From an optimization exercise on the open Yosys and OpenROAD flow, aimed at small area; shortcuts taken in it are not production practice. Power is estimated from default activity; no workload was simulated.

==> inputs of build 94 <==
==> flow/design.v <==
package vdc_pkg;
	typedef enum logic [6:0] {
		REG_HT        = 7'd0,    
		REG_HP        = 7'd2,    
		REG_SYNCW     = 7'd3,    
		REG_VT        = 7'd4,    
		REG_VP        = 7'd7,    
		REG_CTV       = 7'd9,    
		REG_CTH       = 7'd22,   
		REG_POL       = 7'd37,   
		REG_MODE      = 7'd38,   
		REG_COL       = 7'd39,   
		REG_PIX       = 7'd40,   
		REG_ROW       = 7'd41,   
		REG_LINE      = 7'd42,   
		REG_IRQ_ROW   = 7'd43,   
		REG_IRQ_LINE  = 7'd44,   
		REG_IRQ_COL   = 7'd45,   
		REG_IRQ_PIX   = 7'd46    
	} vdc_reg_e;
	typedef enum logic [1:0] {
		CH_RED,
		CH_GREEN,
		CH_BLUE
	} pal_chan_e;
	typedef struct packed {
		logic [7:0]  ht;           
		logic [7:0]  hp;           
		logic [7:0]  vt;           
		logic [7:0]  vp;           
		logic [3:0]  hw;           
		logic [3:0]  vw;           
		logic [3:0]  cth;          
		logic [4:0]  ctv;          
		logic        hspol;
		logic        vspol;
		logic        tt8bg;        
		logic [15:0] irq_raster;   
		logic [15:0] irq_column;   
	} beam_cfg_t;
	typedef struct packed {
		logic [7:0] col;
		logic [3:0] pixel;
		logic [7:0] row;
		logic [4:0] line;
	} beam_pos_t;
	typedef struct packed {
		logic       valid;
		pal_chan_e  chan;
		logic [3:0] index;
		logic [7:0] value;
	} pal_wr_t;
	typedef struct packed {
		logic [7:0] red;
		logic [7:0] green;
		logic [7:0] blue;
	} rgb_t;
endpackage
module vdc_regs (
	input  logic                    clk,
	input  logic                    reset,
	input  logic                    cs,
	input  logic                    we,
	input  logic [8-1:0]  db_in,
	input  logic [7-1:0]   direct_reg,
	input  vdc_pkg::beam_pos_t      pos,
	output logic [8-1:0]  db_out,
	output vdc_pkg::beam_cfg_t      cfg,
	output logic                    pal_we,
	output logic [5:0]              pal_adr,
	output logic [7:0]              pal_val
);
	logic [6-1:0]  sel;         
	logic [7-1:0]  target;      
	logic [8-1:0] rd_val;
	logic                   wr_cyc;
	logic                   rd_cyc;
	logic                   sel_cyc;     
	assign wr_cyc  = cs & we;
	assign rd_cyc  = cs & ~we;
	assign sel_cyc = (direct_reg == '0);
	assign target = (direct_reg == 7'(1) || !cfg.tt8bg) ? {1'b0, sel} : direct_reg;
	always_ff @(posedge clk) begin
		if (reset) begin
			sel            <= '0;
			cfg            <= '0;                
			cfg.irq_raster <= 16'hFFFF;
			cfg.irq_column <= 16'hFFFF;
		end else if (wr_cyc) begin
			if (sel_cyc) begin
				sel <= db_in[6-1:0];
			end else begin
				case (target)
					vdc_pkg::REG_HT:       cfg.ht <= db_in;
					vdc_pkg::REG_HP:       cfg.hp <= db_in;
					vdc_pkg::REG_SYNCW: begin
						cfg.vw <= db_in[7:4];
						cfg.hw <= db_in[3:0];
					end
					vdc_pkg::REG_VT:       cfg.vt <= db_in;
					vdc_pkg::REG_VP:       cfg.vp <= db_in;
					vdc_pkg::REG_CTV:      cfg.ctv <= db_in[4:0];
					vdc_pkg::REG_CTH:      cfg.cth <= db_in[7:4];      
					vdc_pkg::REG_POL: begin
						cfg.hspol <= db_in[7];
						cfg.vspol <= db_in[6];
					end
					vdc_pkg::REG_MODE:     cfg.tt8bg <= (db_in == 8'h74);   
					vdc_pkg::REG_IRQ_ROW:  cfg.irq_raster[15:8] <= db_in;
					vdc_pkg::REG_IRQ_LINE: cfg.irq_raster[7:0]  <= db_in;
					vdc_pkg::REG_IRQ_COL:  cfg.irq_column[15:8] <= db_in;
					vdc_pkg::REG_IRQ_PIX:  cfg.irq_column[7:0]  <= db_in;
					default: ;                                         
				endcase
			end
		end
	end
	always_comb begin
		rd_val = 8'hFF;
		if (!sel_cyc) begin
			case (target)
				vdc_pkg::REG_HT:    rd_val = cfg.ht;
				vdc_pkg::REG_HP:    rd_val = cfg.hp;
				vdc_pkg::REG_SYNCW: rd_val = {cfg.vw, cfg.hw};
				vdc_pkg::REG_VT:    rd_val = cfg.vt;
				vdc_pkg::REG_VP:    rd_val = cfg.vp;
				vdc_pkg::REG_CTV:   rd_val = {3'b111, cfg.ctv};
				vdc_pkg::REG_CTH:   rd_val = {cfg.cth, 4'hF};
				vdc_pkg::REG_POL:   rd_val = {cfg.hspol, cfg.vspol, 6'h3F};
				default:            rd_val = 8'hFF;
			endcase
			if (cfg.tt8bg) begin
				case (target)
					vdc_pkg::REG_MODE:     rd_val = 8'h74;
					vdc_pkg::REG_COL:      rd_val = pos.col;
					vdc_pkg::REG_PIX:      rd_val = {4'hF, pos.pixel};
					vdc_pkg::REG_ROW:      rd_val = pos.row;
					vdc_pkg::REG_LINE:     rd_val = {3'b111, pos.line};
					vdc_pkg::REG_IRQ_ROW:  rd_val = cfg.irq_raster[15:8];
					vdc_pkg::REG_IRQ_LINE: rd_val = cfg.irq_raster[7:0];
					vdc_pkg::REG_IRQ_COL:  rd_val = cfg.irq_column[15:8];
					vdc_pkg::REG_IRQ_PIX:  rd_val = cfg.irq_column[7:0];
					default: ;
				endcase
			end
		end
	end
	always_ff @(posedge clk) begin
		if (rd_cyc) begin
			db_out <= rd_val;    
		end
	end
	assign pal_we  = wr_cyc && cfg.tt8bg && direct_reg[6] && !(direct_reg[5] && direct_reg[4]);
	assign pal_adr = direct_reg[5:0];
	assign pal_val = db_in;
endmodule
module vdc_beam (
	input  logic               clk,
	input  logic               reset,
	input  vdc_pkg::beam_cfg_t cfg,
	output vdc_pkg::beam_pos_t pos,
	output logic               hsync,
	output logic               vsync,
	output logic               irq
);
	logic       pix_end;     
	logic       col_end;     
	logic       line_end;    
	logic       line_over;   
	logic       row_end;     
	logic       step_line;
	logic       step_row;
	logic [8:0] hs_off;      
	logic       hs_raw;
	logic       vs_raw;
	logic       irq_v;
	logic       irq_h;
	logic       irq_any;     
	assign pix_end   = (pos.pixel >= cfg.cth);
	assign col_end   = (pos.col >= cfg.ht);
	assign line_end  = (pos.line >= cfg.ctv);
	assign line_over = line_end && (pos.line != cfg.ctv);
	assign row_end   = (pos.row >= cfg.vt);
	assign step_line = pix_end & col_end;
	assign step_row  = step_line & line_end;
	always_ff @(posedge clk) begin
		if (reset) begin
			pos <= '0;
		end else begin
			pos.pixel <= pix_end ? 4'd0 : pos.pixel + 4'd1;
			if (pix_end) begin
				pos.col <= col_end ? 8'd0 : pos.col + 8'd1;
			end
			if (line_over) begin
				pos.line <= '0;      
			end else if (step_line) begin
				pos.line <= line_end ? 5'd0 : pos.line + 5'd1;
			end
			if (step_row) begin
				pos.row <= row_end ? 8'd0 : pos.row + 8'd1;
			end
		end
	end
	assign hs_off = {1'b0, pos.col} - {1'b0, cfg.hp};
	assign hs_raw = !hs_off[8] && (hs_off[7:4] == 4'd0) && (hs_off[3:0] < cfg.hw);
	assign vs_raw = (pos.row == cfg.vp) && (pos.line < {1'b0, cfg.vw});
	assign irq_v = cfg.tt8bg && (pos.row == cfg.irq_raster[15:8]) &&
	               (pos.line == cfg.irq_raster[4:0]);
	assign irq_h = cfg.tt8bg && (pos.col == cfg.irq_column[15:8]) &&
	               (pos.pixel == cfg.irq_column[3:0]);
	assign irq_any = (cfg.irq_raster == 16'hFFFF) || (cfg.irq_column == 16'hFFFF);
	always_ff @(posedge clk) begin
		if (reset) begin
			hsync <= 1'b0;
			vsync <= 1'b0;
			irq   <= 1'b0;
		end else begin
			hsync <= hs_raw ^ cfg.hspol;
			vsync <= vs_raw ^ cfg.vspol;
			irq   <= irq_any ? (irq_v | irq_h) : (irq_v & irq_h);    
		end
	end
endmodule
module vdc_palette (
	input  logic                  clk,
	input  logic                  reset,
	input  logic                  pal_we,    
	input  logic [5:0]            pal_adr,   
	input  logic [7:0]            pal_val,
	input  logic [4-1:0] rgbi,
	output logic [23:0]           rgb
);
	logic [23:0] pal [16];
	localparam logic [24*16-1:0] DEF_RGB = {
		24'hFFFFFF,   
		24'hAAAAAA,   
		24'hFFFF00,   
		24'h3F3F00,   
		24'hFF00FF,   
		24'h3F003F,   
		24'hFF0000,   
		24'h7F0000,   
		24'h00FFFF,   
		24'h007F7F,   
		24'h00FF00,   
		24'h007F00,   
		24'h0000FF,   
		24'h00007F,   
		24'h555555,   
		24'h000000    
	};
	logic [7:0] val0;        
	logic [7:0] val1;        
	assign val0 = pal_val & {8{~reset}};
	assign val1 = pal_val | {8{reset}};
	for (genvar i = 0; i < 16; i++) begin : g_ent
		for (genvar c = 0; c < 3; c++) begin : g_chan
			localparam logic [7:0] DEF = DEF_RGB[24*i + 8*(2-c) +: 8];
			logic en;
			assign en = reset | (pal_we && pal_adr == 6'(16*c + i));
			always_ff @(posedge clk) begin
				if (en)
					pal[i][8*(2-c) +: 8] <= (DEF & val1) | (~DEF & val0);
			end
		end
	end
	logic [16-1:0] hot;
	logic [23:0]              rd;
	always_comb begin
		rd = '0;
		for (int i = 0; i < 16; i++) begin
			hot[i] = (rgbi == 4'(i));
			rd     = rd | (pal[i] & {24{hot[i]}});
		end
	end
	always_ff @(posedge clk) begin
		rgb <= rd;    
	end
endmodule
module vdc_top (
	input  logic          clk,
	input  logic          reset,
	input  logic          cs,            
	input  logic          we,            
	input  logic [7:0]    db_in,
	input  logic [6:0]    direct_reg,    
	input  logic [3:0]    rgbi,          
	output logic [7:0]    db_out,
	output logic          hsync,
	output logic          vsync,
	output logic          irq,
	output vdc_pkg::rgb_t rgb
);
	vdc_pkg::beam_cfg_t cfg;
	vdc_pkg::beam_pos_t pos;
	logic               pal_we;
	logic [5:0]         pal_adr;
	logic [7:0]         pal_val;
	vdc_regs i_regs (
		.clk        (clk),
		.reset      (reset),
		.cs         (cs),
		.we         (we),
		.db_in      (db_in),
		.direct_reg (direct_reg),
		.pos        (pos),
		.db_out     (db_out),
		.cfg        (cfg),
		.pal_we     (pal_we),
		.pal_adr    (pal_adr),
		.pal_val    (pal_val)
	);
	vdc_beam i_beam (
		.clk   (clk),
		.reset (reset),
		.cfg   (cfg),
		.pos   (pos),
		.hsync (hsync),
		.vsync (vsync),
		.irq   (irq)
	);
	vdc_palette i_palette (
		.clk     (clk),
		.reset   (reset),
		.pal_we  (pal_we),
		.pal_adr (pal_adr),
		.pal_val (pal_val),
		.rgbi    (rgbi),
		.rgb     (rgb)
	);
endmodule
==> flow/run.sh <==
#!/bin/bash
# synth_recipe.tcl (not shown) runs the flow's synth.tcl, then flattens the netlist and writes it again
# the make line also repeats each setting of config.mk as NAME=value (left out here)
make -C /OpenROAD-flow-scripts/flow DESIGN_CONFIG=/design/flow/config.mk WORK_HOME=/design/flow/orfs CLKGATE_MAP_FILE= SYNTH_SCRIPT=/design/flow/synth_recipe.tcl finish
==> flow/config.mk <==
export PLATFORM = sky130hd
export DESIGN_NAME = vdc_top
export DESIGN_NICKNAME = vdc_top
export VERILOG_FILES = /design/flow/design.v
export SDC_FILE = /design/flow/constraint.sdc
export NUM_CORES = 4
export LEC_CHECK = 0
export CAP_MARGIN = 0
export CORE_MARGIN = 2
export CORE_UTILIZATION = 40
export CTS_BUF_LIST = sky130_fd_sc_hd__clkbuf_8
export CTS_CLUSTER_DIAMETER = 50
export CTS_CLUSTER_SIZE = 16
export SLEW_MARGIN = 0
==> flow/constraint.sdc <==
create_clock -name core_clock -period 8.0 [get_ports {clk}]
set_input_delay 1.6000 -clock core_clock [delete_from_list [all_inputs] [get_ports {clk}]]
set_output_delay 1.6000 -clock core_clock [all_outputs]
set_load 0.01 [all_outputs]
==> build 48: changes against build 94 <==
--- a/flow/config.mk
+++ b/flow/config.mk
@@ -9,6 +9,6 @@
 export CORE_MARGIN = 2
 export CORE_UTILIZATION = 40
-export CTS_BUF_LIST = sky130_fd_sc_hd__clkbuf_8
-export CTS_CLUSTER_DIAMETER = 50
-export CTS_CLUSTER_SIZE = 16
+export CTS_BUF_LIST = sky130_fd_sc_hd__clkbuf_4
+export CTS_CLUSTER_DIAMETER = 40
+export CTS_CLUSTER_SIZE = 10
 export SLEW_MARGIN = 0
==> run notes <==
| quantity | build 48 | build 94 |
|---|---|---|
| Final worst-path setup slack | 3310 ps | 3160 ps |
| Detail Route met3 WL | 5330 um | 5340 um |
| Clock Pin Slew Worst Setup and Hold Paths | 70 ps | 90 ps |
| Share of the core filled with cells | 45.6% | 45.4% |
| Net count of the finished layout | 1900 | 1872 |
| Part of the power in the clock network | 36.2% | 34.5% |
| All-layer global routing usage | 24.6% | 24.2% |
| P_int | 0.00434 W | 0.00415 W |
| Mean routed wirelength per cell | 26.7 um | 27.0 um |
| Worst supply voltage drop on vdd | 129 uV | 127 uV |
| Transition at the pin with the smallest max-transition slack | 1270 ps | 1240 ps |
| Area Overhead vs Synth | 12.9% | 12.3% |
| Antenna cells | 1 | 2 |
| Run status | finished clean | finished clean |
No functional check of the RTL was part of any run of this note.

-- re-timing with driven ports --
The results above use ideal ports. As a check the final layouts listed here were re-extracted and re-timed, cells and wires unchanged. Step 1, drivers: a clkbuf_16 drives clk and a buf_2 each remaining input, both assumed. Step 2, shift: input delay + t, output delay - t, t = (earliest + latest rising clock arrival at the registers) / 2. This alone moves slack from input paths to output paths. Three values: ideal, step 1, step 2; two values: the first two.
run | shift t [ns] | setup WS [ns] | worst setup path after step 2 | worst slew at a driven data input, ns
build 94 | 0.711 | 3.158 / 3.159 / 2.448 | input to register | 0.08
build 48 | 0.884 | 3.314 / 3.315 / 2.431 | input to register | 0.09
After both steps setup and hold are still met in every run listed. For build 48, which loses most, drivers alone change the setup slack by +0.001 ns; drivers and shift together by -0.883 ns.
